Context: an optimization exercise on an open-source flow, tuned for small area, a short achievable clock period and few clock cycles per item. The choices shown serve that exercise and are no tape-out recipe.
Function was checked by simulation only, so behaviour that the tests miss may differ from the original.

===== flow/design.v =====
package spab_pkg;
  localparam logic [1:0] MODE_8BIT  = 2'd0;
  localparam logic [1:0] MODE_16BIT = 2'd1;
  localparam logic [1:0] MODE_ARGB  = 2'd2;
  localparam logic REG_DEPTH_MODE = 1'b0;
  localparam logic REG_KEY_COLOR  = 1'b1;
  localparam logic [1:0]  DEPTH_MODE_RESET = MODE_ARGB;
  localparam logic [15:0] KEY_COLOR_RESET  = 16'h0000;
  localparam logic [7:0]  MAX8 = 8'd255;
  localparam logic [15:0] RECIP_255 = 16'h8081;
  localparam int NUM_CHAN = 3;
  localparam int DIV_W      = 24;
  localparam int DIV_STEPS  = 6;
  localparam int DIV_STAGES = DIV_W / DIV_STEPS;
  localparam int DIV_FIRST  = 2;
  localparam int DIV_LAST   = DIV_FIRST + DIV_STAGES - 1;
  localparam int Q_STAGE    = DIV_LAST + 1;
  localparam int OUT_STAGE  = Q_STAGE + 1;
  localparam int NUM_STAGES = OUT_STAGE + 1;
endpackage
import spab_pkg::*;
module sprite_pixel_alpha_blend (
  input  logic              clk,
  input  logic              rst,
  input  logic              item_valid,
  output logic              item_ready,
  input  logic [31:0]       src_pixel,
  input  logic [31:0]       dst_pixel,
  output logic              result_valid,
  input  logic              result_ready,
  output logic [31:0]       out_pixel,
  output logic              write_enable,
  input  logic              psel,
  input  logic              penable,
  input  logic              pwrite,
  input  logic [2:0]        paddr,
  input  logic [31:0]       pwdata,
  output logic [31:0]       prdata,
  output logic              pready
);
  localparam int S2_STEPS = 4;
  logic [1:0]  depth_mode;
  logic [15:0] key_color;
  assign pready = 1'b1;
  always_ff @(posedge clk) begin
    if (rst) begin
      depth_mode <= DEPTH_MODE_RESET;
      key_color  <= KEY_COLOR_RESET;
    end else if (psel && penable && pwrite) begin
      case (paddr[2])
        REG_DEPTH_MODE: depth_mode <= pwdata[1:0];
        REG_KEY_COLOR:  key_color  <= pwdata[15:0];
        default: ;
      endcase
    end
  end
  always_comb begin
    case (paddr[2])
      REG_DEPTH_MODE: prdata = {30'b0, depth_mode};
      REG_KEY_COLOR:  prdata = {16'b0, key_color};
      default:        prdata = 32'b0;
    endcase
  end
  function automatic logic [15:0] div_steps(input logic [15:0] s, input logic [7:0] oa,
                                            input int n);
    logic [15:0] r;
    logic [8:0]  t;
    logic [9:0]  diff;
    r = s;
    for (int i = 0; i < 8; i++) begin
      if (i < n) begin
        t    = {r[15:8], r[7]};
        diff = {1'b0, t} - {2'b00, oa};
        r    = diff[9] ? {t[7:0], r[6:0], 1'b0} : {diff[7:0], r[6:0], 1'b1};
      end
    end
    div_steps = r;
  endfunction
  function automatic logic [7:0] div255(input logic [15:0] x);
    logic [16:0] y;
    y = 17'(x) + 17'(x[15:8]) + 17'd1;
    div255 = y[15:8];
  endfunction
  function automatic logic [15:0] div255w(input logic [23:0] x);
    logic [24:0] y;
    logic [40:0] z;
    y = 25'(x) + 25'd1;
    z = {y, 16'b0} + {8'b0, y, 8'b0} + {16'b0, y};
    div255w = z[39:24];
  endfunction
  logic en;
  logic v1, v2, v3;
  assign en         = !result_valid || result_ready;
  assign item_ready = en;
  always_ff @(posedge clk) begin
    if (rst) begin
      v1           <= 1'b0;
      v2           <= 1'b0;
      v3           <= 1'b0;
      result_valid <= 1'b0;
    end else if (en) begin
      v1           <= item_valid;
      v2           <= v1;
      v3           <= v2;
      result_valid <= v3;
    end
  end
  logic [7:0]  sa0;
  logic [23:0] sc0, dc0;
  logic [15:0] w0;
  logic        we0, az0;
  logic [31:0] word0;
  always_comb begin
    we0   = 1'b0;
    word0 = dst_pixel;
    sa0   = 8'd0;
    case (depth_mode)
      MODE_8BIT: begin
        if ({8'b0, src_pixel[7:0]} != key_color) begin
          we0   = 1'b1;
          word0 = {24'b0, src_pixel[7:0]};
        end
      end
      MODE_16BIT: begin
        if (src_pixel[15:0] != key_color) begin
          we0   = 1'b1;
          word0 = {16'b0, src_pixel[15:0]};
        end
      end
      MODE_ARGB: begin
        sa0 = src_pixel[31:24];
        we0 = src_pixel[31:24] != 8'd0;
      end
      default: ;
    endcase
    az0 = (sa0 == 8'd0) && (word0[31:24] == 8'd0);
    w0  = az0 ? 16'd65025 : 16'(dst_pixel[31:24] * 8'(~sa0));
    dc0 = word0[23:0];
    sc0 = src_pixel[23:0];
  end
  logic [7:0]  sa1;
  logic [23:0] sc1, dc1;
  logic [15:0] w1;
  logic        we1, az1;
  always_ff @(posedge clk) begin
    if (en) begin
      sa1 <= sa0;
      sc1 <= sc0;
      dc1 <= dc0;
      w1  <= w0;
      we1 <= we0;
      az1 <= az0;
    end
  end
  logic [7:0]  k1, r1, oa1;
  logic [NUM_CHAN-1:0][15:0] a1, b1;
  always_comb begin
    k1  = div255(w1);
    r1  = w1[7:0] + k1;
    oa1 = sa1 + k1 + {7'd0, r1 != 8'd0};
    for (int c = 0; c < NUM_CHAN; c++) begin
      a1[c] = sa1 * sc1[c*8 +: 8];
      b1[c] = div255w(24'(dc1[c*8 +: 8] * w1));
    end
  end
  logic [7:0]  oa2;
  logic        we2, az2;
  logic [NUM_CHAN-1:0][15:0] a2, b2;
  always_ff @(posedge clk) begin
    if (en) begin
      oa2 <= oa1;
      we2 <= we1;
      az2 <= az1;
      a2  <= a1;
      b2  <= b1;
    end
  end
  logic [NUM_CHAN-1:0][15:0] a2n, b2n;
  always_comb begin
    for (int c = 0; c < NUM_CHAN; c++) begin
      a2n[c] = div_steps(a2[c], oa2, S2_STEPS);
      b2n[c] = div_steps(b2[c], oa2, S2_STEPS);
    end
  end
  logic [7:0]  oa3;
  logic        we3, az3;
  logic [NUM_CHAN-1:0][15:0] a3, b3;
  always_ff @(posedge clk) begin
    if (en) begin
      oa3 <= oa2;
      we3 <= we2;
      az3 <= az2;
      a3  <= a2n;
      b3  <= b2n;
    end
  end
  logic [NUM_CHAN-1:0][15:0] a3n, b3n;
  logic [23:0] rgb3;
  always_comb begin
    for (int c = 0; c < NUM_CHAN; c++) begin
      a3n[c] = div_steps(a3[c], oa3, 8 - S2_STEPS);
      b3n[c] = div_steps(b3[c], oa3, 8 - S2_STEPS);
      rgb3[c*8 +: 8] = a3n[c][7:0] + b3n[c][7:0];
    end
  end
  always_ff @(posedge clk) begin
    if (en) begin
      out_pixel    <= {az3 ? 8'd0 : oa3, rgb3};
      write_enable <= we3;
    end
  end
endmodule

===== flow/run.sh =====
#!/bin/bash
# synth_recipe.tcl (not shown) runs the flow's synth.tcl, then flattens the netlist and writes it again
# the make line also repeats each setting of config.mk as NAME=value (left out here)
make -C /OpenROAD-flow-scripts/flow DESIGN_CONFIG=/design/flow/config.mk WORK_HOME=/design/flow/orfs CLKGATE_MAP_FILE= SYNTH_SCRIPT=/design/flow/synth_recipe.tcl finish

===== flow/config.mk =====
export PLATFORM = sky130hd
export DESIGN_NAME = sprite_pixel_alpha_blend
export DESIGN_NICKNAME = sprite_pixel_alpha_blend
export VERILOG_FILES = /design/flow/design.v
export SDC_FILE = /design/flow/constraint.sdc
export NUM_CORES = 4
export LEC_CHECK = 0
export CAP_MARGIN = 20
export CORE_MARGIN = 2
export CORE_UTILIZATION = 40
export SLEW_MARGIN = 20

===== flow/constraint.sdc =====
create_clock -name core_clock -period 17.0 [get_ports {clk}]
set_input_delay 3.4000 -clock core_clock [delete_from_list [all_inputs] [get_ports {clk}]]
set_output_delay 3.4000 -clock core_clock [all_outputs]
set_load 0.01 [all_outputs]

==> impl_metrics.json, run 1 <==
{
  "maxCapViolations": 0,
  "dp_hpwl_mm": 104,
  "cp-start-kind": "flop",
  "setup_viol": 0,
  "synth_ff_type": "edfxtp_1",
  "grtUsageTotal_pct": 19.0,
  "drtIter0Drc": 1967,
  "clock-sinks": 341,
  "synth_compound_area_share_pct": 13.9,
  "rsz0062_at_grt": "no",
  "cts_resized": 0,
  "cts_tree": "yes",
  "io_buffers": 138,
  "hold_buffers": 0,
  "crit_fanout": 31,
  "seq_area_um2": 10000,
  "multi_input_area_um2": 40600,
  "htreeDepth": 2,
  "clockBufferDepth": 3,
  "wl_per_cell_um": 16.7,
  "ys_warn_count": 1,
  "fin_crit_ns": 11.28,
  "crit_slowest_cell": "a2111o_1",
  "syn_to_final_growth_pct": 9.26,
  "synth-edff-count": 319,
  "fillers": 13100,
  "crit_required_ns": 17.35,
  "drt_pass1_iterations": 6,
  "boundaryPins": 174,
  "synth_area_um2": 54400,
  "arrival_ns": 11.63,
  "ant_nets": 0,
  "synth_xor_xnor_area_share_pct": 5.37,
  "cts_buffers": 44,
  "min_period_over_period_pct": 66.4,
  "synth_top_family_by_area": "adder cells",
  "finClkSkew_ns": 0.0200,
  "yosys.area_share.simple_pct": 14.2,
  "grt_max_degree": 71,
  "syn_inst": 5924,
  "post_cts_buffers": 0,
  "antenna_found_initial": 2,
  "setup-tns-final_ns": 0,
  "ys_seq_area_share_pct": 18.4,
  "gp_congestion": 0.849,
  "clkTransAtPathRegs_ns": 0.06,
  "ys_ff_latch": 341,
  "whs_ns": 0.407,
  "drv_slew": 0,
  "route.final.wire_length_mm": 131,
  "fmax_mhz": 88.6,
  "die_w_um": 373,
  "tightest_slew_ns": 1.02,
  "start_util_pct": 40.2,
  "finalHoldViolCount": 0,
  "clk-insertion-delay-late_ns": 0.61,
  "slew_headroom_pct": 32.1,
  "drive_above_1_share_pct": 5.87,
  "path_class": "reg2reg",
  "final_nets": 7453,
  "synthMuxAreaShare_pct": 4.52,
  "synthAdderAreaFrac_pct": 36.5,
  "fp-row-count": 135,
  "num_vias": 40800,
  "antenna_cells": 0,
  "dieArea_um2": 139000,
  "synth.avg_cell_area_um2": 9.18,
  "die_h_um": 373,
  "vias_per_cell": 5.19,
  "end_kind": "flop",
  "drcViolationCount": 0,
  "hp-class": "reg2reg",
  "core_um2": 135000,
  "grt_remaining_overflow": 0,
  "status": "finished clean",
  "grt_pass1_wl_mm": 216,
  "synth_cell_types": 90,
  "root_buffer": "clkbuf_16",
  "async_flop_share_pct": 0,
  "max_stage_delay_ns": 0.58,
  "grt_pass1_vias": 41700
}
-- through the flow --
stage | utilization [%] | setup slack (ns) | instances | area, um^2
after global routing | 44.0 | 4.50 | 7859 | 59400
after CTS | 44.0 | 5.60 | 7859 | 59400
after global placement | 42.8 | 5.79 | 7778 | 57900
after detailed placement | 42.8 | 5.64 | 7778 | 57900
after floorplan | - | 1.26 | 5939 | 54400
final | 44.0 | 5.72 | 7859 | 59400
-- worst max-delay path, delay by kind of cell, from the launching register on --
family | cells | cell delay, ns
AOI/OAI and AO/OA | 28 | 6.18
DFF | 1 | 0.57
xor gates and xnor gates | 1 | 0.08
adders and majority gates | 6 | 1.91
and+or+nand+nor | 5 | 1.13
muxes | 2 | 0.29
buffers and inverters | 2 | 0.80
-- logic make-up (layout without fill, tap and decap cells) --
logic type | Yosys count | count (layout)
simple gates | 1592 | 1592
buf+inv | 991 | 1130
compound gates | 1138 | 1138
flops | 341 | 341
fa+ha+maj | 1304 | 1304
xor+xnor | 332 | 332
mux | 224 | 224
other cells | 2 | 17
-- Yosys cell counts (all sizes together), types with 17 or more instances --
library cell / number / share of area [%]
a211oi: 32 / 0.44
a21boi: 64 / 0.89
a21o: 113 / 1.6
a21oi: 273 / 2.5
and2: 355 / 4.1
buf: 26 / 0.31
clkbuf: 111 / 0.77
dfxtp: 22 / 0.81
edfxtp: 319 / 18
fa: 471 / 17
ha: 833 / 19
inv: 851 / 5.9
mux2: 173 / 3.6
mux2i: 51 / 0.94
nand2: 553 / 3.8
nand2b: 53 / 0.61
nand3: 33 / 0.30
nor2: 314 / 2.2
nor2b: 97 / 1.1
nor3: 76 / 0.72
o211ai: 23 / 0.32
o21a: 100 / 1.4
o21ai: 257 / 2.4
o21bai: 47 / 0.65
o221ai: 17 / 0.27
o31a: 41 / 0.66
o31ai: 19 / 0.28
or3: 22 / 0.25
xnor2: 238 / 3.8
xor2: 93 / 1.5
-- registers in the layout (all words and copies together), names as in the netlist, 2 cells and up --
name / count
a2: 48
a3: 48
b2: 48
b3: 48
dc1: 24
depth_mode: 2
key_color: 16
oa2: 8
oa3: 8
out_pixel: 32
sa1: 8
sc1: 24
w1: 16
-- worst paths after layout --
path,cells after the start,from,end,slack (ns)
worst max-delay path,44,oa3[1]$_DFFE_PP_,out_pixel[14]$_DFFE_PP_,5.72
worst min-delay path,0,a2[0]$_DFFE_PP_,a3[4]$_DFFE_PP_,0.41
worst max register to register,44,oa3[1]$_DFFE_PP_,out_pixel[14]$_DFFE_PP_,5.72
worst min register to register,0,a2[0]$_DFFE_PP_,a3[4]$_DFFE_PP_,0.41
-- metal layers --
| metal | wire length [um] | vias up | track usage, % |
|---|---|---|---|
| met5 | 0 | - | 0 |
| met4 | 3590 | 0 | 5.04 |
| met3 | 5290 | 184 | 2.28 |
| met2 | 59800 | 660 | 31.6 |
| met1 | 62600 | 19600 | 26.0 |
| li1 | - | 20400 | - |
-- layout make-up --
type                       instances  share of cell area (%)
tap                             1781                    3.75
inverter                         854                    5.40
timing repair buffer             195                    3.05
multi-input combinational       4607                    68.4
sequential                       341                    16.9
clock inverter                    35                   0.605
clock buffer                      46                    1.94
-- cells in the final DEF (no fill, tap or decap), drive strengths merged, types with 238 or more instances in the layout --
| cell | count |
|---|---|
| xnor2 | 238 |
| edfxtp | 319 |
| fa | 471 |
| nor2 | 314 |
| o21ai | 257 |
| nand2 | 553 |
| inv | 853 |
| and2 | 355 |
| ha | 833 |
| a21oi | 273 |
Testbench counts, summed over its fixed seeds: cycles 11,392, items 11,200.
==> inputs of run 2 (changes only) <==
--- a/flow/design.v
+++ b/flow/design.v
@@ -39,5 +39,6 @@
   output logic              pready
 );
-  localparam int S2_STEPS = 4;
+  localparam int S2_STEPS = 3;
+  localparam int S3_STEPS = 3;
   logic [1:0]  depth_mode;
   logic [15:0] key_color;
@@ -90,5 +91,5 @@
   endfunction
   logic en;
-  logic v1, v2, v3;
+  logic v1, v2, v3, v4;
   assign en         = !result_valid || result_ready;
   assign item_ready = en;
@@ -98,4 +99,5 @@
       v2           <= 1'b0;
       v3           <= 1'b0;
+      v4           <= 1'b0;
       result_valid <= 1'b0;
     end else if (en) begin
@@ -103,5 +105,6 @@
       v2           <= v1;
       v3           <= v2;
-      result_valid <= v3;
+      v4           <= v3;
+      result_valid <= v4;
     end
   end
@@ -196,16 +199,35 @@
   end
   logic [NUM_CHAN-1:0][15:0] a3n, b3n;
-  logic [23:0] rgb3;
-  always_comb begin
-    for (int c = 0; c < NUM_CHAN; c++) begin
-      a3n[c] = div_steps(a3[c], oa3, 8 - S2_STEPS);
-      b3n[c] = div_steps(b3[c], oa3, 8 - S2_STEPS);
-      rgb3[c*8 +: 8] = a3n[c][7:0] + b3n[c][7:0];
-    end
-  end
-  always_ff @(posedge clk) begin
-    if (en) begin
-      out_pixel    <= {az3 ? 8'd0 : oa3, rgb3};
-      write_enable <= we3;
+  always_comb begin
+    for (int c = 0; c < NUM_CHAN; c++) begin
+      a3n[c] = div_steps(a3[c], oa3, S3_STEPS);
+      b3n[c] = div_steps(b3[c], oa3, S3_STEPS);
+    end
+  end
+  logic [7:0]  oa4;
+  logic        we4, az4;
+  logic [NUM_CHAN-1:0][15:0] a4, b4;
+  always_ff @(posedge clk) begin
+    if (en) begin
+      oa4 <= oa3;
+      we4 <= we3;
+      az4 <= az3;
+      a4  <= a3n;
+      b4  <= b3n;
+    end
+  end
+  logic [NUM_CHAN-1:0][15:0] a4n, b4n;
+  logic [23:0] rgb4;
+  always_comb begin
+    for (int c = 0; c < NUM_CHAN; c++) begin
+      a4n[c] = div_steps(a4[c], oa4, 8 - S2_STEPS - S3_STEPS);
+      b4n[c] = div_steps(b4[c], oa4, 8 - S2_STEPS - S3_STEPS);
+      rgb4[c*8 +: 8] = a4n[c][7:0] + b4n[c][7:0];
+    end
+  end
+  always_ff @(posedge clk) begin
+    if (en) begin
+      out_pixel    <= {az4 ? 8'd0 : oa4, rgb4};
+      write_enable <= we4;
     end
   end
==> impl_metrics.json, run 2 <==
{
  "cts_resized": 0,
  "syn_inst": 5828,
  "fp-row-count": 138,
  "synthMuxAreaShare_pct": 5.11,
  "hold_buffers": 0,
  "maxCapViolations": 0,
  "cts_buffers": 57,
  "ys_top_cells_by_area": "edfxtp_1 (22%), ha_1 (18%), fa_1 (17%), and2_1 (5.3%), inv_1 (5.2%)",
  "setup-tns-final_ns": 0,
  "finClkSkew_ns": 0.0533,
  "root_buffer": "clkbuf_16",
  "clock-sinks": 448,
  "end_kind": "flop",
  "gp_congestion": 0.878,
  "async_flop_share_pct": 0,
  "yosysTopAreaCellShare_pct": 22.4,
  "die_h_um": 381,
  "wl_per_cell_um": 16.4,
  "drive_above_1_share_pct": 7.12,
  "synth_area_um2": 57000,
  "synthAdderAreaFrac_pct": 34.8,
  "holdPathStages": 0,
  "synth.avg_cell_area_um2": 9.78,
  "r2r_start": "dc1[10]$_DFFE_PP_",
  "hold_start": "b2[17]$_DFFE_PP_",
  "status": "finished clean",
  "ys_ff_latch": 448,
  "ys_warn_count": 1,
  "cts_tree": "yes",
  "grt_remaining_overflow": 0,
  "grt_max_degree": 183,
  "final_nets": 7373,
  "multi_input_area_um2": 40300,
  "path_class": "reg2reg",
  "yosys.area_share.simple_pct": 13.6,
  "drcViolationCount": 0,
  "synth_ff_type": "edfxtp_1",
  "ys_seq_area_share_pct": 23.2,
  "cp-start-kind": "flop",
  "dieArea_um2": 145000,
  "drtIter0Drc": 1812,
  "synth_most_common_cell": "ha_1",
  "htreeDepth": 2,
  "grt_pass1_wl_mm": 214,
  "route.final.wire_length_mm": 130,
  "io_buffers": 138,
  "tightest_slew_ns": 0.988,
  "clk-insertion-delay-late_ns": 0.71,
  "r2r_end": "b2[24]$_DFFE_PP_",
  "crit_required_ns": 17.40,
  "final_common_cell": "ha_1",
  "final_cell_mix": "ha_1 (833), inv_1 (787), and2_1 (485)",
  "slew_headroom_pct": 34.2,
  "synth_top_family_by_area": "adder cells",
  "fin_crit_ns": 8.82,
  "seq_area_um2": 13200,
  "rr_worst_depth": 27,
  "hp-class": "reg2reg",
  "grtUsageTotal_pct": 18.1,
  "syn_to_final_growth_pct": 10.3,
  "finalHoldViolCount": 0,
  "synth_cell_types": 82,
  "min_period_over_period_pct": 51.9,
  "crit_fanout": 16,
  "synth_xor_xnor_area_share_pct": 5.69,
  "antenna_found_initial": 3,
  "antenna_cells": 0,
  "fillers": 13300,
  "num_vias": 40000,
  "synth_compound_area_share_pct": 11.3,
  "boundaryPins": 174,
  "clockBufferDepth": 3,
  "die_w_um": 381,
  "drt_pass1_iterations": 7,
  "rsz0062_at_grt": "no",
  "vias_per_cell": 5.06,
  "clkTransAtPathRegs_ns": 0.06,
  "drv_slew": 0,
  "ant_nets": 0,
  "synth_common_cells": "ha_1 (833), inv_1 (787), and2_1 (485)",
  "setup_viol": 0,
  "fmax_mhz": 113,
  "yosysTopAreaCell": "edfxtp_1",
  "core_um2": 141000,
  "ff2ff_setup_slack_ns": 8.18,
  "dp_hpwl_mm": 100,
  "start_util_pct": 40.3,
  "arrival_ns": 9.22,
  "holdPathEnd": "b3[20]$_DFFE_PP_",
  "grt_pass1_vias": 40900,
  "synth-edff-count": 425,
  "post_cts_buffers": 0
}
## run 2: cell count changes after synthesis, moves of 40 or more
cell      previous run  this run
and2_1             354       485
edfxtp_1           319       425
inv_1              847       787
mux2_2             173       213
nand2_1            553       415
o21a_1             100        45
## run 2: critical path, cell delays in order (launching register included)
cell       delay (ns)
edfxtp_1         0.85
nand2_1          0.18
fa_1             0.54
fa_1             0.54
inv_1            0.05
fa_1             0.48
inv_1            0.05
fa_1             0.47
inv_1            0.04
ha_1             0.33
o21a_1           0.12
o21ai_0          0.23
o31ai_1          0.22
a2111oi_0        0.84
o21ai_1          0.24
a21o_1           0.22
a21oi_1          0.17
xnor2_1          0.27
fa_1             0.48
ha_1             0.32
and4_1           0.22
o31a_1           0.10
a31o_2           0.22
or2_2            0.32
a41o_1           0.29
a21o_1           0.22
a2111oi_0        0.35
nor3_1           0.13
## run 2: kinds of logic after synthesis
kind of cell,Yosys count
flip-flops,448
adder cells (fa/ha/maj),1304
XOR/XNOR,370
AND/OR/NAND/NOR,1527
other,2
AO/OA/AOI/OAI,986
buffers and inverters,927
multiplexers,264
## run 2: worst max path at each step
stage / slack (ns) / end / startpoint / cells after the start
2_1_floorplan: 4.72 / item_ready / result_ready / 2
3_5_place_dp: 8.17 / b2[24]$_DFFE_PP_ / dc1[10]$_DFFE_PP_ / 27
6_report: 8.18 / b2[24]$_DFFE_PP_ / dc1[10]$_DFFE_PP_ / 27
4_1_cts: 8.14 / b2[24]$_DFFE_PP_ / dc1[10]$_DFFE_PP_ / 27
3_3_place_gp: 8.19 / b2[24]$_DFFE_PP_ / dc1[10]$_DFFE_PP_ / 27
5_1_grt: 7.53 / b2[24]$_DFFE_PP_ / dc1[10]$_DFFE_PP_ / 27
## run 2: through the flow
| stage | setup slack, ns | instances | utilization (%) | area [um^2] | hold WS [ns] |
|---|---|---|---|---|---|
| 2_1_floorplan | 4.72 | 5843 | - | 57000 | 0.400 |
| 5_1_grt | 7.53 | 7902 | 44.4 | 62900 | 0.388 |
| 3_3_place_gp | 8.19 | 7793 | 42.9 | 60700 | 0.400 |
| 4_1_cts | 8.14 | 7901 | 44.4 | 62800 | 0.370 |
| 3_5_place_dp | 8.17 | 7793 | 42.9 | 60700 | 0.405 |
| 6_report | 8.18 | 7902 | 44.4 | 62900 | 0.373 |
## run 2: layer usage
metal | track usage [%] | wire [um]
met2 | 30.5 | 60200
met5 | 0 | 0
met3 | 2.27 | 5480
met1 | 24.2 | 60500
met4 | 5.34 | 3650
## run 2: final cells by class
class,instances,share of cell area (%)
clock buffer,64,2.34
clock inverter,44,1.10
inverter,787,4.70
sequential,448,21.0
timing repair buffer,201,3.00
tap,1890,3.76
multi-input combinational,4468,64.1
Testbench counts of run 2, summed over its fixed seeds: cycles 11,440, items 11,200.
==> inputs of run 3 (changes only) <==
==> flow/flow/run.sh (new file) <==
#!/bin/bash
# The standard layout, with timing repair aiming below the clock period: repair_timing keeps
# working until every path has SETUP_SLACK_MARGIN ns of slack. The SDC is unchanged.
set -euo pipefail
bash standard.sh SETUP_SLACK_MARGIN=${MARGIN:-9.8} finish > standard_flow.log 2>&1
==> flow/standard.sh (new file) <==
#!/bin/bash
# synth_recipe.tcl (not shown) runs the flow's synth.tcl, then flattens the netlist and writes it again
# the make line also repeats each setting of config.mk as NAME=value (left out here)
make -C /OpenROAD-flow-scripts/flow DESIGN_CONFIG=/design/flow/config.mk WORK_HOME=/design/flow/orfs CLKGATE_MAP_FILE= SYNTH_SCRIPT=/design/flow/synth_recipe.tcl "${@:-finish}"
removed: flow/run.sh
==> impl_metrics.json, run 3 <==
{
  "yosysTopAreaCell": "edfxtp_1",
  "crit_fanout": 5,
  "finalHoldViolCount": 0,
  "final_nets": 7615,
  "root_buffer": "clkbuf_16",
  "path_class": "reg2reg",
  "crit_slowest_cell": "fa_1",
  "io_buffers": 138,
  "clkTransAtPathRegs_ns": 0.06,
  "wl_per_cell_um": 17.5,
  "tightest_slew_ns": 1.00,
  "ys_warn_count": 1,
  "gp_congestion": 0.850,
  "core_um2": 141000,
  "synth_ff_type": "edfxtp_1",
  "hp-class": "reg2reg",
  "grt_max_degree": 80,
  "max_stage_delay_ns": 0.54,
  "synth_most_common_cell": "ha_1",
  "arrival_ns": 7.88,
  "cpMostUsedCell": "fa_1",
  "grtUsageTotal_pct": 19.3,
  "final_cell_mix": "ha_1 (788), inv_1 (772), fa_1 (465)",
  "drcViolationCount": 0,
  "synth_cell_types": 82,
  "maxCapViolations": 0,
  "drv_slew": 0,
  "drt_pass1_iterations": 7,
  "hold_buffers": 0,
  "async_flop_share_pct": 0,
  "die_w_um": 381,
  "clockBufferDepth": 3,
  "worst_slack_ns": 9.50,
  "drive_above_1_share_pct": 15.5,
  "clk-insertion-delay-late_ns": 0.68,
  "dieArea_um2": 145000,
  "synth_common_cells": "ha_1 (833), inv_1 (787), and2_1 (485)",
  "fin_crit_ns": 7.50,
  "synth_area_um2": 57000,
  "final_util_pct": 47.4,
  "num_vias": 41700,
  "final_common_cell": "ha_1",
  "boundaryPins": 174,
  "cp-start-kind": "flop",
  "setup-tns-final_ns": 0,
  "pre_cts_slack_ns": 8.37,
  "cts_buffers": 54,
  "setup_viol": 0,
  "slew_headroom_pct": 33.2,
  "grt_pass1_vias": 42300,
  "synth-edff-count": 425,
  "syn_inst": 5828,
  "yosysTopAreaCellShare_pct": 22.4,
  "start_util_pct": 40.3,
  "ys_top_cells_by_area": "edfxtp_1 (22%), ha_1 (18%), fa_1 (17%), and2_1 (5.3%), inv_1 (5.2%)",
  "finClkSkew_ns": 0.0526,
  "drtIter0Drc": 2082,
  "post-place-cells": 7785,
  "status": "finished clean",
  "min_period_over_period_pct": 44.1,
  "grt_pass1_wl_mm": 226,
  "rsz0062_at_grt": "yes",
  "syn_to_final_growth_pct": 17.8,
  "ant_nets": 0,
  "crit_required_ns": 17.38,
  "ys_seq_area_share_pct": 23.2,
  "clock-sinks": 448,
  "die_h_um": 381,
  "vias_per_cell": 5.13,
  "fp-row-count": 138,
  "grt_remaining_overflow": 0,
  "htreeDepth": 2,
  "antenna_found_initial": 1,
  "ys_ff_latch": 448,
  "finalNonFillerCells": 8141,
  "dp_hpwl_mm": 104,
  "cts_tree": "yes",
  "fmax_mhz": 133,
  "end_kind": "flop",
  "synth.avg_cell_area_um2": 9.78,
  "route.final.wire_length_mm": 142
}
[run 3: cell counts after synthesis]
Identical to the previous run, type by type.
[run 3: layer usage]
metal,GRT usage [%],vias to the layer above,wire length [um],share of wire (%)
met5,0,-,0,0
met1,26.1,20400,65400,46
met3,2.66,186,5950,4.2
met2,32.4,736,67000,47
li1,-,20400,-,-
met4,5.01,0,3920,2.8
[run 3: timing repair]
| action | in CTS | in global routing |
|---|---|---|
| pin swaps | 92 | 142 |
| gates cloned | 6 | 2 |
| gates resized for setup | 317 | 199 |
| setup endpoints to repair | 177 | 168 |
| buffers inserted | 145 | 100 |
[run 3: area by class of cell]
class                      count  area, um^2
fill                       13100       74300
multi-input combinational   4470       42400
sequential                   448       13200
timing repair buffer         443        4210
inverter                     787        2970
tap                         1890        2360
clock buffer                  61        1380
clock inverter                40         504
timing repair inverter         1        5.00
antenna                        1        2.50
[run 3: logic make-up after synthesis]
| group | Yosys count | share of synthesized area, % |
|---|---|---|
| buf+inv | 927 | 6.25 |
| flops | 448 | 23.2 |
| compound gates | 986 | 11.3 |
| mux | 264 | 5.11 |
| fa+ha+maj | 1304 | 34.8 |
| other cells | 2 | 0.0132 |
| xor+xnor | 370 | 5.69 |
| simple gates | 1527 | 13.6 |
[run 3: worst paths after layout]
kind                           end  cells after the start  slack [ns]                start
setup / recovery  b2[24]$_DFFE_PP_                     31        9.50  w1[5]$_SDFFCE_PP0P_
hold / removal    b4[21]$_DFFE_PP_                      0        0.38     b3[18]$_DFFE_PP_
setup reg to reg  b2[24]$_DFFE_PP_                     31        9.50  w1[5]$_SDFFCE_PP0P_
hold reg to reg   b4[21]$_DFFE_PP_                      0        0.38     b3[18]$_DFFE_PP_
[run 3: worst max-delay path, delay by kind of cell (launching register included)]
| kind | cells | cell delay (ns) |
|---|---|---|
| adders and majority gates | 7 | 2.96 |
| and+or+nand+nor | 4 | 0.62 |
| buffers and inverters | 6 | 0.54 |
| DFF | 1 | 0.41 |
| xor gates and xnor gates | 1 | 0.23 |
| AOI/OAI and AO/OA | 13 | 2.45 |
[run 3: stage by stage]
step | cell area [um^2] | hold slack [ns]
global placement | 61000 | 0.402
detailed placement | 61000 | 0.405
CTS | 65400 | 0.363
global route | 67100 | 0.380
finish | 67100 | 0.378
floorplan | 57600 | 0.400
==> inputs of run 4 (changes only) <==
--- a/flow/config.mk
+++ b/flow/config.mk
@@ -6,4 +6,5 @@
 export NUM_CORES = 4
 export LEC_CHECK = 0
+export ABC_AREA = 1
 export CAP_MARGIN = 20
 export CORE_MARGIN = 2
==> impl_metrics.json, run 4 <==
{
  "status": "finished clean",
  "yosys.area_share.simple_pct": 23.1,
  "fillers": 15800,
  "synth_compound_area_share_pct": 8.02,
  "synth_common_cells": "nand2_1 (2,435), inv_1 (1,744), ha_1 (833)",
  "async_flop_share_pct": 0,
  "grt_remaining_overflow": 0,
  "synth_top_family_by_area": "adder cells",
  "die_h_um": 402,
  "route.final.wire_length_mm": 163,
  "final_nets": 9979,
  "dp_hpwl_mm": 130,
  "gp_congestion": 0.913,
  "dieArea_um2": 162000,
  "start_util_pct": 40.1,
  "setup-tns-final_ns": 0,
  "synth.avg_cell_area_um2": 7.52,
  "antenna_cells": 0,
  "syn_inst": 8423,
  "clockBufferDepth": 3,
  "drtIter0Drc": 3265,
  "num_vias": 52300,
  "arrival_ns": 3.84,
  "final_common_cell": "nand2_1",
  "grt_pass1_wl_mm": 266,
  "seq_area_um2": 13200,
  "vias_per_cell": 4.89,
  "wl_per_cell_um": 15.3,
  "final_cell_mix": "nand2_1 (2,418), inv_1 (1,726), ha_1 (821)",
  "pre_cts_slack_ns": 8.42,
  "cp-start-kind": "primary input",
  "crit_required_ns": 13.60,
  "drv_slew": 0,
  "drcViolationCount": 0,
  "grtUsageTotal_pct": 20.1,
  "ys_seq_area_share_pct": 20.9,
  "worst_slack_ns": 9.76,
  "cts_buffers": 55,
  "yosysTopAreaCell": "edfxtp_1",
  "antenna_found_initial": 1,
  "maxCapViolations": 0,
  "cts_tree": "yes",
  "ys_top_cells_by_area": "edfxtp_1 (20%), ha_1 (16%), fa_1 (15%), nand2_1 (14%), inv_1 (10%)",
  "post-route-cell-area_um2": 69900,
  "fmax_mhz": 138,
  "hp-class": "reg2reg",
  "min_period_over_period_pct": 42.6,
  "clk-insertion-delay-late_ns": 0.70,
  "tightest_slew_ns": 0.973,
  "hold_start": "a3[0]$_DFFE_PP_",
  "ys_warn_count": 1,
  "grt_pass1_vias": 51300,
  "clock-sinks": 448,
  "rsz0062_at_grt": "yes",
  "synth_ff_type": "edfxtp_1",
  "critPathLaunch": "result_ready",
  "ant_nets": 0,
  "synth-edff-count": 425,
  "placed_area_um2": 66900,
  "hold_buffers": 0,
  "core_um2": 158000,
  "r2r_start": "dc1[11]$_DFFE_PP_",
  "drive_above_1_share_pct": 5.55,
  "path_class": "in2out",
  "io_buffers": 138,
  "synthAdderAreaFrac_pct": 31.3,
  "slew_headroom_pct": 35.2,
  "grt_max_degree": 165,
  "multi_input_area_um2": 43100,
  "finalHoldViolCount": 0,
  "die_w_um": 402,
  "setup_viol": 0,
  "synth_area_um2": 63400,
  "fp-row-count": 146,
  "finClkSkew_ns": 0.0630,
  "drt_pass1_iterations": 6,
  "syn_to_final_growth_pct": 10.3,
  "synth_cell_types": 61,
  "crit_fanout": 2,
  "synth_xor_xnor_area_share_pct": 4.81,
  "clkTransAtPathRegs_ns": 0.06,
  "fin_crit_ns": 7.24,
  "ys_ff_latch": 448,
  "synthMuxAreaShare_pct": 0,
  "yosysTopAreaCellShare_pct": 20.1,
  "synth_most_common_cell": "nand2_1",
  "htreeDepth": 2,
  "end_kind": "output pin",
  "ff2ff_setup_slack_ns": 10.12,
  "boundaryPins": 174,
  "root_buffer": "clkbuf_16"
}
==> run 4: worst paths after layout <==
check	endpoint	cells after the start
hold reg to reg	a4[3]$_DFFE_PP_	0
setup / recovery	item_ready	4
setup reg to reg	b2[28]$_DFFE_PP_	29
hold / removal	a4[3]$_DFFE_PP_	0
==> run 4: per-layer routing <==
layer / track usage (%) / vias up / wire length [um]
met5: 0 / - / 0
met4: 4.77 / 0 / 3660
met1: 28.1 / 24300 / 77900
met3: 1.61 / 196 / 6400
met2: 33.7 / 1085 / 75200
li1: - / 26700 / -
==> run 4: critical path, cell delays in order <==
cell        delay [ns]
buf_6             0.10
nor2_4            0.10
clkinvlp_4        0.11
buf_6             0.13
==> run 4: per-stage QoR <==
stage / hold slack, ns / std cells / utilization [%]
final: 0.384 / 10700 / 44.3
after global routing: 0.392 / 10700 / 44.3
after CTS: 0.398 / 10700 / 43.8
after detailed placement: 0.405 / 10500 / 42.4
after global placement: 0.402 / 10500 / 42.4
after floorplan: 0.400 / 8438 / -
==> run 4: cell families after synthesis <==
kind of cell	after synthesis
adders and majority gates	1304
DFF	448
and+or+nand+nor	3488
xor gates and xnor gates	348
other	2
buffers and inverters	1949
AOI/OAI and AO/OA	884
==> run 4: area by class of cell <==
type	count	area share, %
Sequential cell	448	18.9
Inverter	1757	9.46
Timing Repair inverter	1	0.00716
Tap cell	2072	3.71
Clock inverter	39	0.519
Timing Repair Buffer	265	3.69
Clock buffer	63	2.01
Multi-Input combinational cell	6041	61.7
==> run 4: what timing repair did <==
item / CTS / global route
setup buffers: 42 / 31
setup endpoints to repair: 46 / 47
hold endpoints to repair: 0 / 0
gates cloned: 1 / 2
pin swaps: 3 / 24
gates resized for setup: 115 / 101
==> inputs of run 5 (changes only) <==
--- a/flow/config.mk
+++ b/flow/config.mk
@@ -6,7 +6,6 @@
 export NUM_CORES = 4
 export LEC_CHECK = 0
-export ABC_AREA = 1
 export CAP_MARGIN = 20
 export CORE_MARGIN = 2
-export CORE_UTILIZATION = 40
+export CORE_UTILIZATION = 60
 export SLEW_MARGIN = 20
==> impl_metrics.json, run 5 <==
{
  "post-route-cell-area_um2": 66100,
  "htreeDepth": 2,
  "end_kind": "flop",
  "seq_area_um2": 13200,
  "synth_ff_type": "edfxtp_1",
  "maxCapViolations": 0,
  "drtIter0Drc": 2186,
  "wl_met2_mm": 63.2,
  "path_buf_inv": 5,
  "arrival_ns": 7.79,
  "die_w_um": 312,
  "setup-tns-final_ns": 0,
  "dp_hpwl_mm": 98.4,
  "antenna_cells": 0,
  "final_nets": 7602,
  "slew_headroom_pct": 34.2,
  "placed_area_um2": 60200,
  "drt_pass1_iterations": 6,
  "final_cell_mix": "ha_1 (786), inv_1 (772), fa_1 (457)",
  "syn_inst": 5828,
  "max_stage_delay_ns": 0.53,
  "wl_met1_mm": 61.5,
  "gp_congestion": 0.905,
  "root_buffer": "clkbuf_16",
  "ys_top_cells_by_area": "edfxtp_1 (22%), ha_1 (18%), fa_1 (17%), and2_1 (5.3%), inv_1 (5.2%)",
  "fillers": 7306,
  "yosysTopAreaCell": "edfxtp_1",
  "boundaryPins": 174,
  "cp_top_family": "adder cells",
  "clkTransAtPathRegs_ns": 0.07,
  "grt_pass1_vias": 41700,
  "synth_cell_types": 82,
  "post-place-cells": 7157,
  "cts_buffers": 55,
  "top_layer": "met5",
  "tightest_slew_ns": 0.986,
  "finClkSkew_ns": 0.0345,
  "grt_remaining_overflow": 0,
  "multi_input_area_um2": 42300,
  "synth_common_cells": "ha_1 (833), inv_1 (787), and2_1 (485)",
  "clock-sinks": 448,
  "status": "finished clean",
  "cts_tree": "yes",
  "route.final.wire_length_mm": 136,
  "synth_area_um2": 57000,
  "ys_ff_latch": 448,
  "min_period_over_period_pct": 43.5,
  "drcViolationCount": 0,
  "clockBufferDepth": 3,
  "yosysTopAreaCellShare_pct": 22.4,
  "io_buffers": 138,
  "drive_above_1_share_pct": 15.3,
  "ant_nets": 0,
  "wl_met3_mm": 6.16,
  "rsz0062_at_grt": "yes",
  "crit_slowest_cell": "fa_1",
  "ys_seq_area_share_pct": 23.2,
  "grt_pass1_wl_mm": 219,
  "grt_max_degree": 76,
  "fin_crit_ns": 7.39,
  "synth-edff-count": 425,
  "dieArea_um2": 97400,
  "core_um2": 94600,
  "async_flop_share_pct": 0,
  "cpMostUsedCell": "fa_1",
  "clk-insertion-delay-late_ns": 0.67,
  "wl_per_cell_um": 18.1,
  "synth_most_common_cell": "ha_1",
  "setup_viol": 0,
  "die_h_um": 312,
  "crit_fanout": 5,
  "final_common_cell": "ha_1",
  "path_class": "reg2reg",
  "synth.avg_cell_area_um2": 9.78,
  "num_vias": 41800,
  "antenna_found_initial": 1,
  "hp-class": "reg2reg",
  "grtUsageTotal_pct": 28.0,
  "vias_per_cell": 5.58,
  "fmax_mhz": 135,
  "drv_slew": 0,
  "finalHoldViolCount": 0,
  "fp-row-count": 113,
  "crit_required_ns": 17.40,
  "final_util_pct": 69.9,
  "finalNonFillerCells": 7499,
  "cp-start-kind": "flop",
  "syn_to_final_growth_pct": 16.1,
  "ys_warn_count": 1,
  "start_util_pct": 60.2
}
==> run 5: worst reg2reg max path, delay by kind of cell (launching register included) <==
kind | cells | cell delay, ns
and+or+nand+nor | 4 | 0.57
DFF | 1 | 0.38
buffers and inverters | 5 | 0.47
adders and majority gates | 7 | 2.97
xor gates and xnor gates | 1 | 0.17
AOI/OAI and AO/OA | 13 | 2.58
==> run 5: final timing paths <==
kind	startpoint	to	slack [ns]	cells after the start
min reg2reg	a2[16]$_DFFE_PP_	a3[19]$_DFFE_PP_	0.41	0
max	dc1[11]$_DFFE_PP_	b2[24]$_DFFE_PP_	9.61	30
min	a2[16]$_DFFE_PP_	a3[19]$_DFFE_PP_	0.41	0
max reg2reg	dc1[11]$_DFFE_PP_	b2[24]$_DFFE_PP_	9.61	30
==> run 5: through the flow <==
stage	hold slack, ns	setup WS, ns
after floorplan	0.400	8.98
after global placement	0.400	8.46
after detailed placement	0.405	8.45
after CTS	0.405	9.63
after global routing	0.421	9.39
final	0.409	9.61
==> run 5: kinds of logic after synthesis <==
logic type	Yosys count	share of synthesized area, %
AND/OR/NAND/NOR	1527	13.6
adder cells (fa/ha/maj)	1304	34.8
AO/OA/AOI/OAI	986	11.3
buffers and inverters	927	6.25
flip-flops	448	23.2
XOR/XNOR	370	5.69
multiplexers	264	5.11
other	2	0.0132
==> run 5: layout make-up <==
| class | count | area share (%) |
|---|---|---|
| Multi-Input combinational cell | 4469 | 63.9 |
| Sequential cell | 448 | 20.0 |
| Timing Repair Buffer | 430 | 6.34 |
| Inverter | 787 | 4.49 |
| Tap cell | 1265 | 2.39 |
| Clock buffer | 62 | 2.15 |
| Clock inverter | 37 | 0.706 |
| Timing Repair inverter | 1 | 0.00757 |
==> run 5: metal layers <==
| metal | vias up | GRT usage [%] |
|---|---|---|
| li1 | 20400 | - |
| met1 | 20300 | 38.2 |
| met2 | 905 | 46.5 |
| met3 | 233 | 3.46 |
| met4 | 2 | 9.45 |
| met5 | - | 0 |
==> run 5: timing repair <==
item	4_1_cts	5_1_grt
hold buffers	0	0
buffers inserted	156	76
gates resized for setup	314	203
cloned	9	2
pin swaps	114	115
setup endpoints to repair	177	177
==> inputs of run 6 (changes only) <==
==> flow/flow/run.sh (replaced) <==
#!/bin/bash
# The standard layout, with timing repair aiming below the clock period: repair_timing keeps
# working until every path has SETUP_SLACK_MARGIN ns of slack. The SDC is unchanged.
set -euo pipefail
bash standard.sh SETUP_SLACK_MARGIN=${MARGIN:-9.6} finish > standard_flow.log 2>&1
==> impl_metrics.json, run 6 <==
{
  "vias_per_cell": 5.53,
  "synth_common_cells": "ha_1 (833), inv_1 (787), and2_1 (485)",
  "fin_crit_ns": 7.38,
  "cts_buffers": 54,
  "synth_area_um2": 57000,
  "grt_remaining_overflow": 0,
  "setup-tns-final_ns": 0,
  "yosysTopAreaCell": "edfxtp_1",
  "final_nets": 7623,
  "ys_ff_latch": 448,
  "grt_max_degree": 78,
  "arrival_ns": 3.98,
  "maxCapViolations": 0,
  "clock-sinks": 448,
  "synth.avg_cell_area_um2": 9.78,
  "start_util_pct": 60.2,
  "end_kind": "output pin",
  "placed_area_um2": 59900,
  "seq_area_um2": 13200,
  "synth_cell_types": 82,
  "status": "finished clean",
  "crit_required_ns": 13.60,
  "die_h_um": 312,
  "antenna_found_initial": 7,
  "die_w_um": 312,
  "drive_above_1_share_pct": 14.8,
  "drt_pass1_iterations": 6,
  "clkTransAtPathRegs_ns": 0.06,
  "core_um2": 94600,
  "drv_slew": 0,
  "wl_per_cell_um": 18.1,
  "synth_ff_type": "edfxtp_1",
  "cp-start-kind": "primary input",
  "finalNonFillerCells": 7520,
  "synth-edff-count": 425,
  "finalHoldViolCount": 0,
  "gp_congestion": 0.899,
  "boundaryPins": 174,
  "min_period_over_period_pct": 43.4,
  "final_common_cell": "ha_1",
  "cts_tree": "yes",
  "htreeDepth": 2,
  "crit_fanout": 9,
  "drtIter0Drc": 2190,
  "hp-class": "reg2reg",
  "drcViolationCount": 0,
  "syn_to_final_growth_pct": 15.4,
  "grt_pass1_vias": 41700,
  "slew_headroom_pct": 10.6,
  "fillers": 7446,
  "dieArea_um2": 97400,
  "num_vias": 41600,
  "syn_inst": 5828,
  "ant_nets": 0,
  "clockBufferDepth": 3,
  "rsz0062_at_grt": "yes",
  "fmax_mhz": 135,
  "root_buffer": "clkbuf_16",
  "tightest_slew_ns": 1.34,
  "io_buffers": 138,
  "dp_hpwl_mm": 100,
  "yosysTopAreaCellShare_pct": 22.4,
  "grt_pass1_wl_mm": 217,
  "grtUsageTotal_pct": 27.6,
  "path_class": "in2out",
  "setup_viol": 0,
  "post-route-cell-area_um2": 65800,
  "async_flop_share_pct": 0,
  "route.final.wire_length_mm": 136,
  "ys_warn_count": 1,
  "hold_buffers": 0,
  "final_util_pct": 69.5,
  "final_cell_mix": "ha_1 (789), inv_1 (772), and2_1 (467)",
  "multi_input_area_um2": 41900,
  "clk-insertion-delay-late_ns": 0.65,
  "ys_top_cells_by_area": "edfxtp_1 (22%), ha_1 (18%), fa_1 (17%), and2_1 (5.3%), inv_1 (5.2%)",
  "post-place-cells": 7164,
  "ys_seq_area_share_pct": 23.2,
  "synth_most_common_cell": "ha_1",
  "fp-row-count": 113,
  "finClkSkew_ns": 0.0292
}
-- run 6: cells by family (layout without fill, tap and decap cells) --
group,after synthesis,in the layout,synth area share [%]
compound gates,986,986,11.3
xor+xnor,370,370,5.69
fa+ha+maj,1304,1304,34.8
buf+inv,927,1336,6.25
flops,448,448,23.2
mux,264,264,5.11
other cells,2,19,0.0132
simple gates,1527,1528,13.6
-- run 6: what timing repair did --
item,in CTS,in global routing
setup buffers,115,133
gates resized for setup,166,294
gates cloned,1,9
pin swaps,48,171
setup endpoints to repair,253,234
hold endpoints to repair,0,0
-- run 6: path summary, 6_finish.rpt --
path	from	to	slack, ns	cells past startpoint
hold / removal	b2[33]$_DFFE_PP_	b3[36]$_DFFE_PP_	0.41	0
setup reg to reg	w1[4]$_SDFFCE_PP0P_	b2[24]$_DFFE_PP_	9.62	30
setup / recovery	paddr[2]	prdata[4]	9.62	3
hold reg to reg	b2[33]$_DFFE_PP_	b3[36]$_DFFE_PP_	0.41	0
-- run 6: worst max-delay path, stage by stage --
cell and delay, ns:
clkbuf_16 0.14, and2_1 0.15, dlygate4sd2_1 0.29
-- run 6: routing by layer --
metal	global-route usage [%]	part of all wire (%)	up-vias
met5	0	0	-
met4	8.54	3.8	0
met3	3.09	3.8	225
met2	47.3	48	801
met1	37.0	45	20100
li1	-	-	20500
-- run 6: area by class of cell --
type | instances | area share, %
Multi-Input combinational cell | 4469 | 63.8
Sequential cell | 448 | 20.1
Timing Repair Buffer | 453 | 6.52
Inverter | 787 | 4.51
Tap cell | 1265 | 2.41
Clock buffer | 65 | 2.21
Clock inverter | 31 | 0.464
Antenna cell | 2 | 0.00761
-- run 6: stage by stage --
stage	hold slack, ns	setup slack [ns]
2_1_floorplan	0.400	8.98
3_3_place_gp	0.401	8.42
3_5_place_dp	0.405	8.39
4_1_cts	0.417	9.56
5_1_grt	0.420	9.26
6_report	0.413	9.62
==> inputs of run 7 (changes only) <==
--- a/flow/design.v
+++ b/flow/design.v
@@ -90,24 +90,60 @@
     div255w = z[39:24];
   endfunction
-  logic en;
-  logic v1, v2, v3, v4;
-  assign en         = !result_valid || result_ready;
-  assign item_ready = en;
+  logic v1, v2, v3, v4, vx;
+  logic h1, h2, h3, h4, hx;
+  logic blk;
+  logic go, ofree, take, ring_next;
+  logic [32:0] fin4;    
+  logic [32:0] xres;
+  assign item_ready = !vx && !blk;
+  assign take       = item_valid && item_ready;
+  assign ofree      = !result_valid || result_ready;
+  assign go         = v4 && h4 && ofree;
+  assign ring_next  = vx || take || v1 || v2 || v3 || (v4 && !go);
   always_ff @(posedge clk) begin
     if (rst) begin
-      v1           <= 1'b0;
-      v2           <= 1'b0;
-      v3           <= 1'b0;
-      v4           <= 1'b0;
+      v1  <= 1'b0;
+      v2  <= 1'b0;
+      v3  <= 1'b0;
+      v4  <= 1'b0;
+      vx  <= 1'b0;
+      h1  <= 1'b0;
+      h2  <= 1'b0;
+      h3  <= 1'b0;
+      h4  <= 1'b0;
+      hx  <= 1'b0;
+      blk <= 1'b0;
+    end else begin
+      v1  <= vx || take;
+      v2  <= v1;
+      v3  <= v2;
+      v4  <= v3;
+      vx  <= v4 && !go;
+      h1  <= vx ? (hx || (go && !v3 && !v2 && !v1))
+                : (take && !(v1 || v2 || v3 || (v4 && !go)));
+      h2  <= h1 || (go && !v3 && !v2 && v1);
+      h3  <= h2 || (go && !v3 && v2);
+      h4  <= h3 || (go && v3);
+      hx  <= h4 && !go;
+      blk <= (blk || (v4 && !go)) && ring_next;
+    end
+  end
+  always_ff @(posedge clk) begin
+    if (rst) begin
       result_valid <= 1'b0;
-    end else if (en) begin
-      v1           <= item_valid;
-      v2           <= v1;
-      v3           <= v2;
-      v4           <= v3;
-      result_valid <= v4;
-    end
-  end
-  logic [7:0]  sa0;
+    end else if (ofree) begin
+      result_valid <= go;
+    end
+  end
+  always_ff @(posedge clk) begin
+    if (go) begin
+      out_pixel    <= fin4[31:0];
+      write_enable <= fin4[32];
+    end
+  end
+  always_ff @(posedge clk) begin
+    xres <= fin4;
+  end
+  logic [7:0]  sa0, da0;
   logic [23:0] sc0, dc0;
   logic [15:0] w0;
@@ -118,25 +154,31 @@
     word0 = dst_pixel;
     sa0   = 8'd0;
-    case (depth_mode)
-      MODE_8BIT: begin
-        if ({8'b0, src_pixel[7:0]} != key_color) begin
-          we0   = 1'b1;
-          word0 = {24'b0, src_pixel[7:0]};
+    if (vx) begin
+      we0   = xres[32];
+      word0 = xres[31:0];
+    end else begin
+      case (depth_mode)
+        MODE_8BIT: begin
+          if ({8'b0, src_pixel[7:0]} != key_color) begin
+            we0   = 1'b1;
+            word0 = {24'b0, src_pixel[7:0]};
+          end
         end
-      end
-      MODE_16BIT: begin
-        if (src_pixel[15:0] != key_color) begin
-          we0   = 1'b1;
-          word0 = {16'b0, src_pixel[15:0]};
+        MODE_16BIT: begin
+          if (src_pixel[15:0] != key_color) begin
+            we0   = 1'b1;
+            word0 = {16'b0, src_pixel[15:0]};
+          end
         end
-      end
-      MODE_ARGB: begin
-        sa0 = src_pixel[31:24];
-        we0 = src_pixel[31:24] != 8'd0;
-      end
-      default: ;
-    endcase
+        MODE_ARGB: begin
+          sa0 = src_pixel[31:24];
+          we0 = src_pixel[31:24] != 8'd0;
+        end
+        default: ;
+      endcase
+    end
+    da0 = vx ? xres[31:24] : dst_pixel[31:24];
     az0 = (sa0 == 8'd0) && (word0[31:24] == 8'd0);
-    w0  = az0 ? 16'd65025 : 16'(dst_pixel[31:24] * 8'(~sa0));
+    w0  = az0 ? 16'd65025 : 16'(da0 * 8'(~sa0));
     dc0 = word0[23:0];
     sc0 = src_pixel[23:0];
@@ -147,12 +189,10 @@
   logic        we1, az1;
   always_ff @(posedge clk) begin
-    if (en) begin
-      sa1 <= sa0;
-      sc1 <= sc0;
-      dc1 <= dc0;
-      w1  <= w0;
-      we1 <= we0;
-      az1 <= az0;
-    end
+    sa1 <= sa0;
+    sc1 <= sc0;
+    dc1 <= dc0;
+    w1  <= w0;
+    we1 <= we0;
+    az1 <= az0;
   end
   logic [7:0]  k1, r1, oa1;
@@ -171,11 +211,9 @@
   logic [NUM_CHAN-1:0][15:0] a2, b2;
   always_ff @(posedge clk) begin
-    if (en) begin
-      oa2 <= oa1;
-      we2 <= we1;
-      az2 <= az1;
-      a2  <= a1;
-      b2  <= b1;
-    end
+    oa2 <= oa1;
+    we2 <= we1;
+    az2 <= az1;
+    a2  <= a1;
+    b2  <= b1;
   end
   logic [NUM_CHAN-1:0][15:0] a2n, b2n;
@@ -190,11 +228,9 @@
   logic [NUM_CHAN-1:0][15:0] a3, b3;
   always_ff @(posedge clk) begin
-    if (en) begin
-      oa3 <= oa2;
-      we3 <= we2;
-      az3 <= az2;
-      a3  <= a2n;
-      b3  <= b2n;
-    end
+    oa3 <= oa2;
+    we3 <= we2;
+    az3 <= az2;
+    a3  <= a2n;
+    b3  <= b2n;
   end
   logic [NUM_CHAN-1:0][15:0] a3n, b3n;
@@ -209,11 +245,9 @@
   logic [NUM_CHAN-1:0][15:0] a4, b4;
   always_ff @(posedge clk) begin
-    if (en) begin
-      oa4 <= oa3;
-      we4 <= we3;
-      az4 <= az3;
-      a4  <= a3n;
-      b4  <= b3n;
-    end
+    oa4 <= oa3;
+    we4 <= we3;
+    az4 <= az3;
+    a4  <= a3n;
+    b4  <= b3n;
   end
   logic [NUM_CHAN-1:0][15:0] a4n, b4n;
@@ -225,10 +259,5 @@
       rgb4[c*8 +: 8] = a4n[c][7:0] + b4n[c][7:0];
     end
-  end
-  always_ff @(posedge clk) begin
-    if (en) begin
-      out_pixel    <= {az4 ? 8'd0 : oa4, rgb4};
-      write_enable <= we4;
-    end
+    fin4 = {we4, az4 ? 8'd0 : oa4, rgb4};
   end
 endmodule
==> flow/flow/run.sh (replaced) <==
#!/bin/bash
# The standard layout, with two changes to how it is made (the SDC is unchanged):
# - timing repair aims below the clock period: repair_timing keeps working until every path
#   has SETUP_SLACK_MARGIN ns of slack;
# - the port buffers that the standard flow puts on every input and output are plain buffers
#   rather than the delay cells buffer_ports picks on its own.
set -euo pipefail
bash standard.sh SETUP_SLACK_MARGIN=${MARGIN:-9.6} \
  "BUFFER_PORTS_ARGS=-buffer_cell sky130_fd_sc_hd__buf_1" finish > standard_flow.log 2>&1
==> impl_metrics.json, run 7 <==
{
  "multi_input_area_um2": 42200,
  "max_stage_delay_ns": 0.54,
  "crit_fanout": 6,
  "finalHoldViolCount": 0,
  "drive_above_1_share_pct": 12.8,
  "drtIter0Drc": 2100,
  "cpMostUsedCell": "fa_1",
  "clock-sinks": 488,
  "boundaryPins": 174,
  "grt_pass1_wl_mm": 219,
  "crit_slowest_cell": "fa_1",
  "io_buffers": 138,
  "synth.avg_cell_area_um2": 9.05,
  "crit_required_ns": 17.56,
  "fp-row-count": 110,
  "holdPathStages": 0,
  "clkTransAtPathRegs_ns": 0.06,
  "ant_nets": 0,
  "grt_pass1_vias": 41500,
  "synth_area_um2": 54700,
  "cp-start-kind": "flop",
  "cts_buffers": 58,
  "hp-class": "reg2reg",
  "syn_to_final_growth_pct": 12.6,
  "rsz0062_at_grt": "yes",
  "yosysTopAreaCell": "ha_1",
  "status": "finished clean",
  "post-place-cells": 7290,
  "fillers": 7318,
  "path_class": "reg2reg",
  "yosysTopAreaCellShare_pct": 19.1,
  "core_um2": 90100,
  "seq_area_um2": 10200,
  "end_kind": "flop",
  "fmax_mhz": 135,
  "drv_slew": 0,
  "gp_congestion": 0.918,
  "setup-tns-final_ns": 0,
  "arrival_ns": 7.94,
  "maxCapViolations": 0,
  "min_period_over_period_pct": 43.4,
  "syn_inst": 6044,
  "route.final.wire_length_mm": 140,
  "finalNonFillerCells": 7530,
  "ys_seq_area_share_pct": 18.5,
  "grtUsageTotal_pct": 29.3,
  "cts_tree": "yes",
  "synth-edff-count": 33,
  "antenna_found_initial": 11,
  "ys_warn_count": 1,
  "final_cell_mix": "inv_1 (805), ha_1 (802), fa_1 (466)",
  "grt_remaining_overflow": 0,
  "htreeDepth": 2,
  "clk-insertion-delay-late_ns": 0.67,
  "final_common_cell": "inv_1",
  "rr_worst_depth": 32,
  "die_w_um": 306,
  "synth_most_common_cell": "ha_1",
  "vias_per_cell": 5.62,
  "wl_per_cell_um": 18.7,
  "setup_viol": 0,
  "drcViolationCount": 0,
  "final_nets": 7710,
  "synth_cell_types": 83,
  "ys_top_cells_by_area": "ha_1 (19%), fa_1 (17%), dfxtp_1 (17%), inv_1 (5.6%), and2_1 (5.1%)",
  "drt_pass1_iterations": 5,
  "dieArea_um2": 93600,
  "die_h_um": 306,
  "root_buffer": "clkbuf_16",
  "synth_ff_type": "dfxtp_1",
  "synth_common_cells": "ha_1 (833), inv_1 (816), fa_1 (471)",
  "ys_ff_latch": 488,
  "start_util_pct": 60.7,
  "dp_hpwl_mm": 105,
  "num_vias": 42300,
  "finClkSkew_ns": 0.0457,
  "grt_max_degree": 69,
  "tightest_slew_ns": 1.07,
  "clockBufferDepth": 3,
  "slew_headroom_pct": 28.7,
  "async_flop_share_pct": 0,
  "fin_crit_ns": 7.39
}
## run 7: final cells by class
cell class	instances	area share, %
antenna	5	0.0203
clock buffer	73	2.67
clock inverter	36	0.772
inverter	818	5.02
multi-input combinational	4610	68.5
sequential	488	16.6
tap	1176	2.39
timing repair buffer	324	4.02
## run 7: cells by family after synthesis
logic type,share of synthesized area (%)
DFF,18.5
and+or+nand+nor,14.6
muxes,6.06
buffers and inverters,6.74
adders and majority gates,36.3
other,0.0137
AOI/OAI and AO/OA,12.5
xor gates and xnor gates,5.32
## run 7: worst paths after layout
path | slack, ns | to | startpoint
worst max-delay path | 9.61 | b2[31]$_DFF_P_ | w1[4]$_SDFF_PP0_
worst min-delay path | 0.32 | oa4[4]$_DFF_P_ | oa3[4]$_DFF_P_
worst max register to register | 9.61 | b2[31]$_DFF_P_ | w1[4]$_SDFF_PP0_
worst min register to register | 0.32 | oa4[4]$_DFF_P_ | oa3[4]$_DFF_P_
## run 7: what timing repair did
action,4_1_cts,5_1_grt
gates resized for setup,151,247
cloned,2,8
setup buffers,27,89
setup endpoints to repair,167,150
hold buffers,0,0
pin swaps,22,115
## run 7: through the flow
stage | area, um^2 | hold WS, ns | utilization, % | setup slack (ns)
finish | 61600 | 0.323 | 68.3 | 9.61
global route | 61600 | 0.320 | 68.3 | 9.29
CTS | 59600 | 0.309 | 66.1 | 9.55
detailed placement | 56600 | 0.312 | 62.8 | 8.44
global placement | 56600 | 0.311 | 62.8 | 8.48
floorplan | 54800 | 0.310 | - | 9.58
## run 7: worst max-delay path: cells and delay by family (launching register included)
kind,cells,cell delay (ns)
AOI/OAI and AO/OA,10,2.15
xor gates and xnor gates,2,0.31
adders and majority gates,7,2.95
DFF,1,0.37
buffers and inverters,6,0.45
and+or+nand+nor,7,1.06
## run 7: layer usage
metal / vias to the layer above / share of wire (%) / GRT usage, %
met3: 204 / 6.1 / 4.84
met1: 20500 / 46 / 40.8
met2: 1022 / 45 / 47.5
met5: - / 0.030 / 0
li1: 20600 / - / -
met4: 6 / 2.8 / 7.09
Testbench counts of run 7, summed over its fixed seeds: cycles 11,440, items 11,200.
==> inputs of run 8 (changes only) <==
--- a/flow/config.mk
+++ b/flow/config.mk
@@ -8,4 +8,4 @@
 export CAP_MARGIN = 20
 export CORE_MARGIN = 2
-export CORE_UTILIZATION = 60
+export CORE_UTILIZATION = 75
 export SLEW_MARGIN = 20
==> impl_metrics.json, run 8 <==
{
  "status": "finished clean",
  "yosysTopAreaCellShare_pct": 19.1,
  "wl_met2_mm": 66.1,
  "core_um2": 72600,
  "final_nets": 7674,
  "wl_met3_mm": 12.4,
  "synth-edff-count": 33,
  "arrival_ns": 7.99,
  "cp-start-kind": "flop",
  "synth_xor_xnor_area_share_pct": 5.32,
  "cts_tree": "yes",
  "synth_cell_types": 83,
  "ys_top_cells_by_area": "ha_1 (19%), fa_1 (17%), dfxtp_1 (17%), inv_1 (5.6%), and2_1 (5.1%)",
  "die_w_um": 274,
  "synth_area_um2": 54700,
  "syn_to_final_growth_pct": 11.1,
  "rsz0062_at_grt": "yes",
  "final_common_cell": "inv_1",
  "ys_seq_area_share_pct": 18.5,
  "fmax_mhz": 133,
  "ys_warn_count": 1,
  "placed_area_um2": 56200,
  "yosys.area_share.simple_pct": 14.6,
  "route.final.wire_length_mm": 146,
  "end_kind": "flop",
  "min_period_over_period_pct": 44.1,
  "synth.avg_cell_area_um2": 9.05,
  "finClkSkew_ns": 0.0290,
  "hold_buffers": 0,
  "async_flop_share_pct": 0,
  "yosysTopAreaCell": "ha_1",
  "synthMuxAreaShare_pct": 6.06,
  "htreeDepth": 2,
  "synth_top_family_by_area": "adder cells",
  "top_layer": "met5",
  "synthAdderAreaFrac_pct": 36.3,
  "clock-sinks": 488,
  "drive_above_1_share_pct": 12.2,
  "dieArea_um2": 75100,
  "wl_met1_mm": 60.3,
  "clockBufferDepth": 3,
  "ys_ff_latch": 488,
  "cts_buffers": 52,
  "vias_per_cell": 6.04,
  "finalHoldViolCount": 0,
  "drtIter0Drc": 2738,
  "clkTransAtPathRegs_ns": 0.07,
  "dp_hpwl_mm": 104,
  "grt_remaining_overflow": 0,
  "root_buffer": "clkbuf_16",
  "final_cell_mix": "inv_1 (802), ha_1 (801), fa_1 (470)",
  "boundaryPins": 174,
  "crit_slowest_cell": "fa_1",
  "worst_slack_ns": 9.50,
  "synth_compound_area_share_pct": 12.5,
  "crit_required_ns": 17.49,
  "fp-row-count": 99,
  "synth_common_cells": "ha_1 (833), inv_1 (816), fa_1 (471)",
  "drcViolationCount": 0,
  "drv_slew": 0,
  "setup_viol": 0,
  "pre_cts_slack_ns": 8.33,
  "num_vias": 43900,
  "grt_max_degree": 69,
  "synth_most_common_cell": "ha_1",
  "post-route-cell-area_um2": 60800,
  "crit_fanout": 10,
  "gp_congestion": 0.948
}
[run 8: cell families (layout without fill, tap and decap cells)]
kind of cell / after synthesis / after routing
buffers and inverters: 961 / 1206
DFF: 488 / 488
AOI/OAI and AO/OA: 1035 / 1037
adders and majority gates: 1304 / 1304
xor gates and xnor gates: 330 / 330
muxes: 297 / 297
and+or+nand+nor: 1627 / 1627
other: 2 / 20
[run 8: layout make-up]
class                   instances  area, um^2
clock inverters                40         435
well taps                     959        1200
flip-flops and latches        488       10200
multi-input cells            4612       42300
fillers                      4461       11800
repair buffers                292        2180
diodes                          3        7.51
clock buffers                  56        1360
inverters                     818        3100
[run 8: what timing repair did]
item                                    in CTS  in global routing
gates resized for setup                    150                245
gates cloned                                 2                 10
setup buffers                               13                 79
endpoints found under the setup margin     145                152
pin swaps                                   15                100
[run 8: critical path, delay by kind of cell (launching register included)]
family	cells	cell delay, ns
xor+xnor	2	0.24
flops	1	0.38
buf+inv	3	0.43
compound gates	10	2.20
fa+ha+maj	7	3.26
simple gates	5	0.86
[run 8: through the flow]
step,hold WS [ns]
floorplan,0.310
global placement,0.310
detailed placement,0.312
CTS,0.314
global route,0.323
finish,0.320
[run 8: final timing paths]
check,from,to,slack (ns),cells past startpoint
worst max-delay path,w1[4]$_SDFF_PP0_,b2[29]$_DFF_P_,9.50,27
worst min-delay path,b3[2]$_DFF_P_,b4[5]$_DFF_P_,0.32,0
worst max register to register,w1[4]$_SDFF_PP0_,b2[29]$_DFF_P_,9.50,27
worst min register to register,b3[2]$_DFF_P_,b4[5]$_DFF_P_,0.32,0
[run 8: metal layers]
layer | vias up | track usage, %
met5 | - | 0
met4 | 2 | 15.1
met3 | 429 | 6.82
met2 | 1669 | 58.0
met1 | 21300 | 49.0
li1 | 20500 | -

## afterwards: timing with drivers on the ports
The flow's constraints put no driver on any port. The routed layouts listed below were extracted and timed again, unchanged, in two steps.
Step 1 (the two cells are an assumption about what drives the block):
set clk [get_ports {clk}]
set_driving_cell -lib_cell sky130_fd_sc_hd__clkbuf_16 $clk
set_driving_cell -lib_cell sky130_fd_sc_hd__buf_2 [delete_from_list [all_inputs] $clk]
Step 2 times the ports against the registers' clock, not the clock port: input delays grow and output delays shrink by t, the midpoint of the rising clock arrivals with the driver on.
a / b / c = ideal / step 1 / step 2; a / b = the first two.
run	t (ns)	setup slack, ns	clock arrival spread, ns
run 1	0.671	5.719 / 5.719 / 5.719	0.020 / 0.021
run 2	0.756	8.182 / 8.182 / 8.182	0.058 / 0.058
run 3	0.720	9.498 / 9.469 / 9.305	0.054 / 0.054
run 4	0.753	9.759 / 9.631 / 9.203	0.063 / 0.064
run 5	0.728	9.609 / 9.490 / 9.297	0.035 / 0.035
run 6	0.708	9.618 / 9.485 / 9.093	0.031 / 0.031
run 7	0.720	9.615 / 9.579 / 9.150	0.050 / 0.049
run 8	0.683	9.500 / 9.500 / 9.020	0.030 / 0.029
After both steps every run listed still meets setup and hold. The setup slack of run 4, which loses most, moves by -0.128 ns with the drivers and by -0.556 ns with both steps.
